This is an optimization exercise on Yosys and OpenROAD, whose aim is a short achievable clock period and few clock cycles per item, not a production implementation.
The RTL was checked by simulation tests, not by an equivalence proof against the original design.
Power and IR drop assume default switching activity.

### design/flow/design.v
package lib_cpu;
    localparam int CPU_XLEN   = 32;
    localparam int CPU_MEM_AW = 6;
    typedef struct packed {
        logic [CPU_XLEN-1:0] pc;
        logic                intr_en;
        logic [CPU_XLEN-1:0] intr_vec;
        logic [CPU_XLEN-1:0] intr_pc;
        logic                ack;
        logic                tx_req;
        logic [7:0]          tx_data;
    } SPECIAL_REG;
    typedef struct packed {
        logic                  w_rd;
        logic [CPU_XLEN-1:0]   x_rd;
        logic                  mem_r_req;
        logic                  mem_w_req;
        logic [CPU_MEM_AW-1:0] mem_addr;
        SPECIAL_REG            sr;
    } EXECUTE;
endpackage
package lib_mem;
    localparam int MEM_WORDS = 64;
    localparam logic [106:0] SR_RESET = '0;   
endpackage
module lib_data_ram #(
    parameter int W  = 32,
    parameter int AW = 6
) (
    input  logic          clk,
    input  logic          we,
    input  logic [AW-1:0] waddr,
    input  logic [W-1:0]  wdata,
    input  logic [AW-1:0] raddr,
    output logic [W-1:0]  rdata
);
    logic [W-1:0] mem [1<<AW];
    always_ff @(posedge clk) begin
        if (we)
            mem[waddr] <= wdata;
    end
    assign rdata = mem[raddr];
endmodule
module lib_mem_wb #(
    parameter int XLEN   = 32,
    parameter int MEM_AW = 6,
    parameter int RF_AW  = 4
) (
    input  logic             clk,
    input  logic             reset,
    input  logic             ex_valid,
    output logic             ex_ready,
    input  lib_cpu::EXECUTE  ex,
    input  logic [RF_AW-1:0] ex_rd,
    output logic             rf_we,
    output logic [RF_AW-1:0] rf_waddr,
    output logic [XLEN-1:0]  rf_wdata,
    output lib_cpu::SPECIAL_REG sr,
    output logic             commit,
    input  logic             intr_req,
    output logic             intr_pending
);
    logic                s1_valid;
    logic                s1_w_rd;
    logic [XLEN-1:0]     s1_x_rd;
    logic                s1_r_req;
    logic                s1_w_req;
    logic [MEM_AW-1:0]   s1_addr;
    lib_cpu::SPECIAL_REG s1_sr;
    logic [RF_AW-1:0]    s1_rd;
    lib_cpu::SPECIAL_REG s2_sr;
    logic            ram_we;
    logic [XLEN-1:0] ram_rdata;
    assign ex_ready = 1'b1;
    always_ff @(posedge clk) begin
        s1_valid <= ex_valid && !reset;
        s1_w_rd  <= ex.w_rd;
        s1_x_rd  <= ex.x_rd;
        s1_r_req <= ex.mem_r_req;
        s1_w_req <= ex.mem_w_req;
        s1_addr  <= ex.mem_addr;
        s1_sr    <= ex.sr;
        s1_rd    <= ex_rd;
    end
    assign ram_we = s1_valid && s1_w_req && !s1_r_req;
    lib_data_ram #(
        .W  (XLEN),
        .AW (MEM_AW)
    ) u_ram (
        .clk   (clk),
        .we    (ram_we),
        .waddr (s1_addr),
        .wdata (s1_x_rd),
        .raddr (s1_addr),
        .rdata (ram_rdata)
    );
    always_ff @(posedge clk) begin
        rf_waddr <= s1_rd;
        rf_wdata <= s1_r_req ? ram_rdata : s1_x_rd;
        s2_sr    <= s1_sr;
        if (reset) begin
            commit <= 1'b0;
            rf_we  <= 1'b0;
        end else begin
            commit <= s1_valid;
            rf_we  <= s1_valid && s1_w_rd && (s1_rd != '0);
        end
    end
    always_ff @(posedge clk) begin
        if (reset)
            sr <= lib_mem::SR_RESET;
        else if (commit)
            sr <= s2_sr;
    end
    always_ff @(posedge clk) begin
        if (reset)
            intr_pending <= 1'b0;
        else if (intr_req)
            intr_pending <= 1'b1;
        else if (commit && s2_sr.ack)
            intr_pending <= 1'b0;
    end
endmodule
module mem_wb_top (
    input  logic         clk,
    input  logic         reset,
    input  logic         ex_valid,
    output logic         ex_ready,
    input  logic         ex_w_rd,
    input  logic [31:0]  ex_x_rd,
    input  logic         ex_mem_r_req,
    input  logic         ex_mem_w_req,
    input  logic [5:0]   ex_mem_addr,
    input  logic [106:0] ex_sr,
    input  logic [3:0]   ex_rd,
    output logic         rf_we,
    output logic [3:0]   rf_waddr,
    output logic [31:0]  rf_wdata,
    output logic [106:0] sr,
    output logic         commit,
    input  logic         intr_req,
    output logic         intr_pending
);
    lib_cpu::EXECUTE     ex;
    lib_cpu::SPECIAL_REG sr_s;
    assign ex.w_rd      = ex_w_rd;
    assign ex.x_rd      = ex_x_rd;
    assign ex.mem_r_req = ex_mem_r_req;
    assign ex.mem_w_req = ex_mem_w_req;
    assign ex.mem_addr  = ex_mem_addr;
    assign ex.sr        = ex_sr;
    assign sr           = sr_s;
    lib_mem_wb #(
        .XLEN   (32),
        .MEM_AW (6),
        .RF_AW  (4)
    ) u_mem_wb (
        .clk          (clk),
        .reset        (reset),
        .ex_valid     (ex_valid),
        .ex_ready     (ex_ready),
        .ex           (ex),
        .ex_rd        (ex_rd),
        .rf_we        (rf_we),
        .rf_waddr     (rf_waddr),
        .rf_wdata     (rf_wdata),
        .sr           (sr_s),
        .commit       (commit),
        .intr_req     (intr_req),
        .intr_pending (intr_pending)
    );
endmodule
### design/flow/run.sh
#!/bin/bash
# synth_recipe.tcl (not shown) runs the flow's synth.tcl, then flattens the netlist and writes it again
# the make line also repeats each setting of config.mk as NAME=value (left out here)
make -C /OpenROAD-flow-scripts/flow DESIGN_CONFIG=/design/flow/config.mk WORK_HOME=/design/flow/orfs CLKGATE_MAP_FILE= SYNTH_SCRIPT=/design/flow/synth_recipe.tcl finish
### design/flow/config.mk
export PLATFORM = sky130hd
export DESIGN_NAME = mem_wb_top
export DESIGN_NICKNAME = mem_wb_top
export VERILOG_FILES = /design/flow/design.v
export SDC_FILE = /design/flow/constraint.sdc
export NUM_CORES = 4
export LEC_CHECK = 0
export CAP_MARGIN = 20
export CORE_MARGIN = 2
export CORE_UTILIZATION = 40
export SLEW_MARGIN = 20
### design/flow/constraint.sdc
create_clock -name core_clock -period 5.0 [get_ports {clk}]
set_input_delay 1.0000 -clock core_clock [delete_from_list [all_inputs] [get_ports {clk}]]
set_output_delay 1.0000 -clock core_clock [all_outputs]
set_load 0.01 [all_outputs]
==> results.txt, run 1 <==
* Outcome: complete, no violations
* TritonCTS buffer count at around 280
* DP Area at 97,200 µm²
* Std cell rows at about 170
* P&R area growth vs syn at 19.0%
* Vias in the first global route at 50,109
* Nets at 5,547
* Final Core Density at 0.478
* Critical Path AT at between 4000 and 5000 ps
* Clk pin slew, worst setup/hold paths at 70 ps
* Final hold vios at 0
* Crit path capture type: flip-flop
* DRT met1 WL at 114,000 µm
* Startpoint type of the worst setup path: flip-flop
* Min Hold Slack at 297 ps
* Routability-driven placement congestion ratio at 0.855
* First-pass GRT wire length at 416,000 µm
* Synth Net Count at 5,045
* Worst Tran Pin Value at 1190 ps
* Count of cell types in the netlist at 73
* Met2 wire length at 140,000 µm
* # port buffers at 301
* CTS tree: done
* Leakage power at 0.0346 µW
* Post-synth top flop: edfxtp_1
* Number of max-cap violations at 0
* Slew headroom at 0.206
* Post-Synthesis Cells at 4,889
* Crit path required time at 5800 ps
* CTS Buffer Depth at 4
* Core Area at 222,000 µm²
* DRC violations left at 0
* I/O pin count at 303
* Tmin final at between 4000 and 5000 ps
* Post-route ant nets at 0
* Final setup fails at 0
* Wirelength, routed at 307,000 µm
* Die height at 476 µm
* Max Used Layer: met5
* Crit Path Category: reg -> reg
* VDD IR max at 0.000334 V
* Die ar. at 226,000 µm²
* Class of the worst hold path: reg -> reg
* Post-CTS Setup Bufs at 0
* Pre-CTS setup slack at 1110 ps
* CP max FO at 38
* CTS resizes at 0
* Post-DP HPWL at 174,000 µm
* Mean area per synthesized cell at 18.2 µm²
* Metal3 WL at 37,400 µm
* Iter 0 DRT Violations at 8,628
* Fmax at between 200 and 250 MHz
* Largest net degree at the start of global routing at 76
* Post-Route Skew at between 80 and 90 ps
* Initial core utilization at 0.401
* Clock sinks at 2,454
* RSZ-0062 raised after global routing: no
* Total track usage at 0.265
* First-pass DRT Iterations at 8
* Vias per cell at 6.15
* EDFF count, synth at 2,048
* Slew Limit Fails at 0
* Setup slack after layout at 813 ps
* Yosys reg bits at between 2,000 and 2,500
* CTS Hold Buffers Added at 0
* Synthesized area at ~89,000 µm²
* Root Buffer: clkbuf_16
* Die Width at 476 µm
* Sequential area share after synthesis at 0.783
* P per Cell Area at 421 nW/µm²
* Fill count at roughly 19,000
* Period utilization at 0.837
* DR vias at about 53,000
* Initial antenna violation count at 18
* Final TNS setup at 0 ps
* Drt wl/cell at approximately 36 µm
* Depth of the CTS H-tree at 5
* Total gr overflow at 0
* Worst skew pair latency at 950 ps
* Yosys warns at 2
* Post-route cell area at between 100,000 and 150,000 µm²
* Layout cells sized above 1 at 0.176
* Asr flop ratio synth at 0
-- registers in the layout, indices dropped and copies added, names as in the netlist --
name                   cells
u_mem_wb.s1_valid          1
u_mem_wb.s1_rd             4
u_mem_wb.s1_r_req          1
u_mem_wb.s2_sr           107
u_mem_wb.sr              107
u_mem_wb.intr_pending      1
u_mem_wb.commit            1
u_mem_wb.s1_addr           6
u_mem_wb.rf_waddr          4
u_mem_wb.u_ram.mem      2048
u_mem_wb.rf_wdata         32
u_mem_wb.s1_w_req          1
u_mem_wb.s1_sr           107
u_mem_wb.rf_we             1
u_mem_wb.s1_x_rd          32
u_mem_wb.s1_w_rd           1
-- critical path: stages, from the launching register on --
cell and delay, ps:
dfxtp_4 900, nor2b_4 1070, buf_4 330, a22oi_1 140, a31oi_1 840, nand3_1 300, o32a_1 410
-- Yosys cell counts (all sizes together), types with 12 or more instances --
cell / instances / area [µm²]
edfxtp: 2048 / 61500
mux2i: 408 / 4080
dfxtp: 406 / 8130
nor2: 260 / 981
buf: 221 / 1400
a221oi: 207 / 1820
a22oi: 182 / 1370
mux2: 177 / 2000
a21oi: 126 / 631
nand2: 120 / 453
mux4: 114 / 2570
clkbuf: 102 / 383
o21ai: 96 / 480
o22ai: 87 / 544
a22o: 40 / 350
a221o: 37 / 370
nand3: 30 / 150
a31oi: 26 / 163
o32a: 17 / 170
a211oi: 14 / 105
and3: 12 / 75.1
-- final timing paths --
path              cells past startpoint               endpoint  slack (ps)                start
setup / recovery                      6  u_mem_wb.rf_wdata[17]         810  u_mem_wb.s1_addr[1]
hold / removal                        0     u_mem_wb.s2_sr[29]         300   u_mem_wb.s1_sr[29]
setup reg to reg                      6  u_mem_wb.rf_wdata[17]         810  u_mem_wb.s1_addr[1]
hold reg to reg                       0     u_mem_wb.s2_sr[29]         300   u_mem_wb.s1_sr[29]
-- cell families after synthesis --
kind of cell,after synthesis,synth area share
compound gates,919,0.0761
buf+inv,327,0.0202
flops,2454,0.783
mux,699,0.0972
other cells,1,0.0000422
simple gates,489,0.0239
-- routing by layer --
| metal | vias up | global-route usage |
|---|---|---|
| met5 | - | 0 |
| met1 | 27162 | 0.354 |
| met3 | 768 | 0.0688 |
| met4 | 30 | 0.123 |
| met2 | 3958 | 0.407 |
| li1 | 20723 | - |
-- power breakdown --
group / total, µW / internal, µW / leakage (µW) / switching (µW)
combinational: 2170 / 782 / 0.00858 / 1390
clock: 19800 / 11800 / 0.00426 / 8040
sequential: 22600 / 22300 / 0.0218 / 245
-- area by class of cell --
cell class / count / area (µm²) / share of cell area
multi-input combinational: 2108 / 18100 / 0.171
clock buffer: 361 / 7560 / 0.0714
inverter: 4 / 23.8 / 0.000225
timing repair buffer: 548 / 5580 / 0.0527
sequential: 2454 / 69700 / 0.658
antenna: 5 / 12.5 / 0.000118
clock inverter: 111 / 1140 / 0.0108
tap: 2975 / 3720 / 0.0352
-- cells in the final DEF (no fill, tap or decap), types with 40 or more instances in the layout --
cell type	n
buf_4	191
clkbuf_16	284
o21ai_0	81
mux2i_1	408
a22o_1	40
mux2_1	69
nor2_4	65
nor2_1	195
a21oi_1	126
a22oi_1	182
clkbuf_1	59
dfxtp_1	369
a221oi_1	206
edfxtp_1	2048
clkdlybuf4s50_1	300
mux2_2	107
nand2_1	118
buf_12	57
o22ai_1	87
mux4_2	114
-- through the flow --
| stage | power (µW) | std cells |
|---|---|---|
| floorplan | 24000 | 4889 |
| global placement | 25100 | 8088 |
| detailed placement | 25100 | 8089 |
| CTS | 44700 | 8561 |
| global route | 45600 | 8563 |
| finish | 44500 | 8566 |
Testbench counts, summed over its fixed seeds: cycles 16,016, items 16,000.
==> inputs of run 2 (changes only) <==
--- a/design/flow/design.v
+++ b/design/flow/design.v
@@ -28,17 +28,22 @@
     parameter int AW = 6
 ) (
-    input  logic          clk,
-    input  logic          we,
-    input  logic [AW-1:0] waddr,
-    input  logic [W-1:0]  wdata,
-    input  logic [AW-1:0] raddr,
-    output logic [W-1:0]  rdata
+    input  logic             clk,
+    input  logic             we,
+    input  logic [AW-1:0]    waddr,
+    input  logic [W-1:0]     wdata,
+    input  logic [(1<<AW)-1:0] rsel,
+    output logic [W-1:0]     rdata
 );
-    logic [W-1:0] mem [1<<AW];
+    logic [(1<<AW)-1:0][W-1:0] mem;
     always_ff @(posedge clk) begin
-        if (we)
-            mem[waddr] <= wdata;
+        for (int i = 0; i < (1<<AW); i++)
+            if (we && waddr == AW'(i))
+                mem[i] <= wdata;
     end
-    assign rdata = mem[raddr];
+    always_comb begin
+        rdata = '0;
+        for (int i = 0; i < (1<<AW); i++)
+            rdata = rdata | (mem[i] & {W{rsel[i]}});
+    end
 endmodule
 module lib_mem_wb #(
@@ -61,27 +66,29 @@
     output logic             intr_pending
 );
+    localparam int WORDS = 1 << MEM_AW;
     logic                s1_valid;
-    logic                s1_w_rd;
+    logic                s1_rf_we;    
     logic [XLEN-1:0]     s1_x_rd;
-    logic                s1_r_req;
-    logic                s1_w_req;
+    logic                s1_x_sel;    
+    logic [WORDS-1:0]    s1_rsel;     
+    logic                s1_store;    
     logic [MEM_AW-1:0]   s1_addr;
     lib_cpu::SPECIAL_REG s1_sr;
     logic [RF_AW-1:0]    s1_rd;
     lib_cpu::SPECIAL_REG s2_sr;
-    logic            ram_we;
     logic [XLEN-1:0] ram_rdata;
     assign ex_ready = 1'b1;
     always_ff @(posedge clk) begin
         s1_valid <= ex_valid && !reset;
-        s1_w_rd  <= ex.w_rd;
+        s1_store <= ex_valid && !reset && ex.mem_w_req && !ex.mem_r_req;
+        s1_rf_we <= ex.w_rd && (ex_rd != '0);
         s1_x_rd  <= ex.x_rd;
-        s1_r_req <= ex.mem_r_req;
-        s1_w_req <= ex.mem_w_req;
+        s1_x_sel <= !ex.mem_r_req;
+        for (int i = 0; i < WORDS; i++)
+            s1_rsel[i] <= ex.mem_r_req && ex.mem_addr == MEM_AW'(i);
         s1_addr  <= ex.mem_addr;
         s1_sr    <= ex.sr;
         s1_rd    <= ex_rd;
     end
-    assign ram_we = s1_valid && s1_w_req && !s1_r_req;
     lib_data_ram #(
         .W  (XLEN),
@@ -89,13 +96,13 @@
     ) u_ram (
         .clk   (clk),
-        .we    (ram_we),
+        .we    (s1_store),
         .waddr (s1_addr),
         .wdata (s1_x_rd),
-        .raddr (s1_addr),
+        .rsel  (s1_rsel),
         .rdata (ram_rdata)
     );
     always_ff @(posedge clk) begin
         rf_waddr <= s1_rd;
-        rf_wdata <= s1_r_req ? ram_rdata : s1_x_rd;
+        rf_wdata <= ram_rdata | (s1_x_rd & {XLEN{s1_x_sel}});
         s2_sr    <= s1_sr;
         if (reset) begin
@@ -104,5 +111,5 @@
         end else begin
             commit <= s1_valid;
-            rf_we  <= s1_valid && s1_w_rd && (s1_rd != '0);
+            rf_we  <= s1_valid && s1_rf_we;
         end
     end
--- a/design/flow/config.mk
+++ b/design/flow/config.mk
@@ -8,4 +8,8 @@
 export CAP_MARGIN = 20
 export CORE_MARGIN = 2
-export CORE_UTILIZATION = 40
+export CORE_UTILIZATION = 70
+export CTS_CLUSTER_DIAMETER = 60
+export CTS_CLUSTER_SIZE = 30
+export PLACE_DENSITY = 0.8
+export SETUP_SLACK_MARGIN = 3
 export SLEW_MARGIN = 20
==> run 2 against run 1 <==
Net effect:
- the run now fails in global routing
- area after synthesis shrank 5.2%
- synthesized cell count decreased by 8.7%
==> results.txt, run 2 <==
* Outcome: did not finish
* Failed at: global routing
* Error msg: [ERROR GRT-0232] Routing congestion too high. Check the congestion heatmap in the GUI.
* Total track usage at 0.791
* Mean area per synthesized cell at 18.9 µm² (+3.8%)
* Sequential area share after synthesis at 0.841 (+0.0584)
* Worst_ep grt: u_mem_wb.rf_wdata[14]$_DFF_P_/D
* Largest net degree at the start of global routing at 66
* Synth area leaders: edfxtp_1 73%, dfxtp_1 11%, a22oi_1 4.3%
* Post-Synthesis Cells at 4,464 (-8.7%)
* Top post-synthesis cells by count: 2,048 x edfxtp_1, 480 x a22oi_1, 470 x dfxtp_1, 256 x a22o_1, 242 x a221oi_1
* Initial antenna violation count at 72
* Yosys top cell area share at 0.729 (+0.0382)
* Post-synth top flop: edfxtp_1
* Post-synth top area cell: edfxtp_1
* Root Buffer: clkbuf_16
* Synth Net Count at 4,620 (-8.4%)
* Routability-driven placement congestion ratio at 0.969 (+13%)
* I/O pin count at 303 (unchanged)
* Clock sinks at 2,518 (+2.6%)
* Total gr overflow at 60
* Initial core utilization at 0.705 (+0.303)
* # port buffers at 301 (unchanged)
* Asr flop ratio synth at 0 (unchanged)
* TritonCTS buffer count at 142 (-48%)
* DP Area at 90,600 µm² (-6.8%)
* Std cell rows at 127 (-27%)
* EDFF count, synth at 2,048 (unchanged)
* Worst EP Category: sequential cell input
* Yosys warns at 2 (unchanged)
* Post-DP HPWL at 172,000 µm (-1.0%)
* Count of cell types in the netlist at 29 (-60%)
* Die Width at 351 µm (-26%)
* Yosys reg bits at 2,518 (+2.6%)
* CTS Buffer Depth at 3 (-1)
* Synthesized area at 84,300 µm² (-5.2%)
* Depth of the CTS H-tree at 4 (-1)
* Die height at 351 µm (-26%)
* Most frequent cell after synthesis: edfxtp_1
-- run 2: what timing repair did --
item,in CTS
pin swaps,185
gates cloned,35
endpoints found under the setup margin,2205
buffers inserted,313
resized for setup,1473
hold buffers,0
-- run 2: power groups by stage --
| stage | Combinational [µW] | Sequential [µW] | Clock, µW |
|---|---|---|---|
| floorplan | 251 | 23500 | 0 |
| global placement | 954 | 23400 | 0 |
| detailed placement | 984 | 23500 | 0 |
| CTS | 1130 | 23000 | 13000 |
-- run 2: worst max-delay path by stage --
| stage | depth (start not counted) | start | endpoint |
|---|---|---|---|
| after CTS | 1 | u_mem_wb.commit | commit |
| after detailed placement | 4 | ex_mem_r_req | u_mem_wb.s1_rsel[12] |
| after global placement | 4 | ex_mem_r_req | u_mem_wb.s1_rsel[12] |
| after floorplan | 2 | u_mem_wb.s1_addr[5] | u_mem_wb.u_ram.mem[1000] |
-- run 2: metal layers --
metal  GRT usage  GRT overflow
met1       0.778             2
met2       0.891            33
met3       0.734             3
met4       0.734            22
met5       0.621             0
-- run 2: kinds of logic after synthesis --
group | count (synthesis) | share of synthesized area
flops | 2518 | 0.841
compound gates | 1027 | 0.101
simple gates | 581 | 0.0344
buf+inv | 231 | 0.0109
mux | 106 | 0.0126
other cells | 1 | 0.0000445
-- run 2: through the flow --
stage	worst slack, ps	utilization	instances
2_1_floorplan	2520	-	4464
3_3_place_gp	1710	0.755	6323
3_5_place_dp	1710	0.757	6332
4_1_cts	2260	0.854	6932
Testbench counts of run 2, summed over its fixed seeds: cycles 16,016, items 16,000.

re-timing with driven ports:
No port has a modelled driver above. Below, the same layout with a new extraction and two added sets of constraints.
Step 1: set_driving_cell puts a clkbuf_16 on clk and a buf_2 on each other input, an assumption about the parent block.
Step 2 adds t to the input delays and takes it off the output delays; t is the mean of the earliest and latest rising clock arrival at the registers after step 1. Input paths then give back, and output paths get back, about the clock's delay inside the block.
Three values: ideal, step 1, step 2; two values: the first two.
run: run 1
shift t [ns]: 0.999
setup slack, ns: 0.813 / 0.813 / 0.813
latest minus earliest clock arrival (ns): 0.090 / 0.090
After both steps run 1 still meets setup and hold. For run 1, drivers alone change the setup slack by 0.000 ns; drivers and shift together by 0.000 ns.
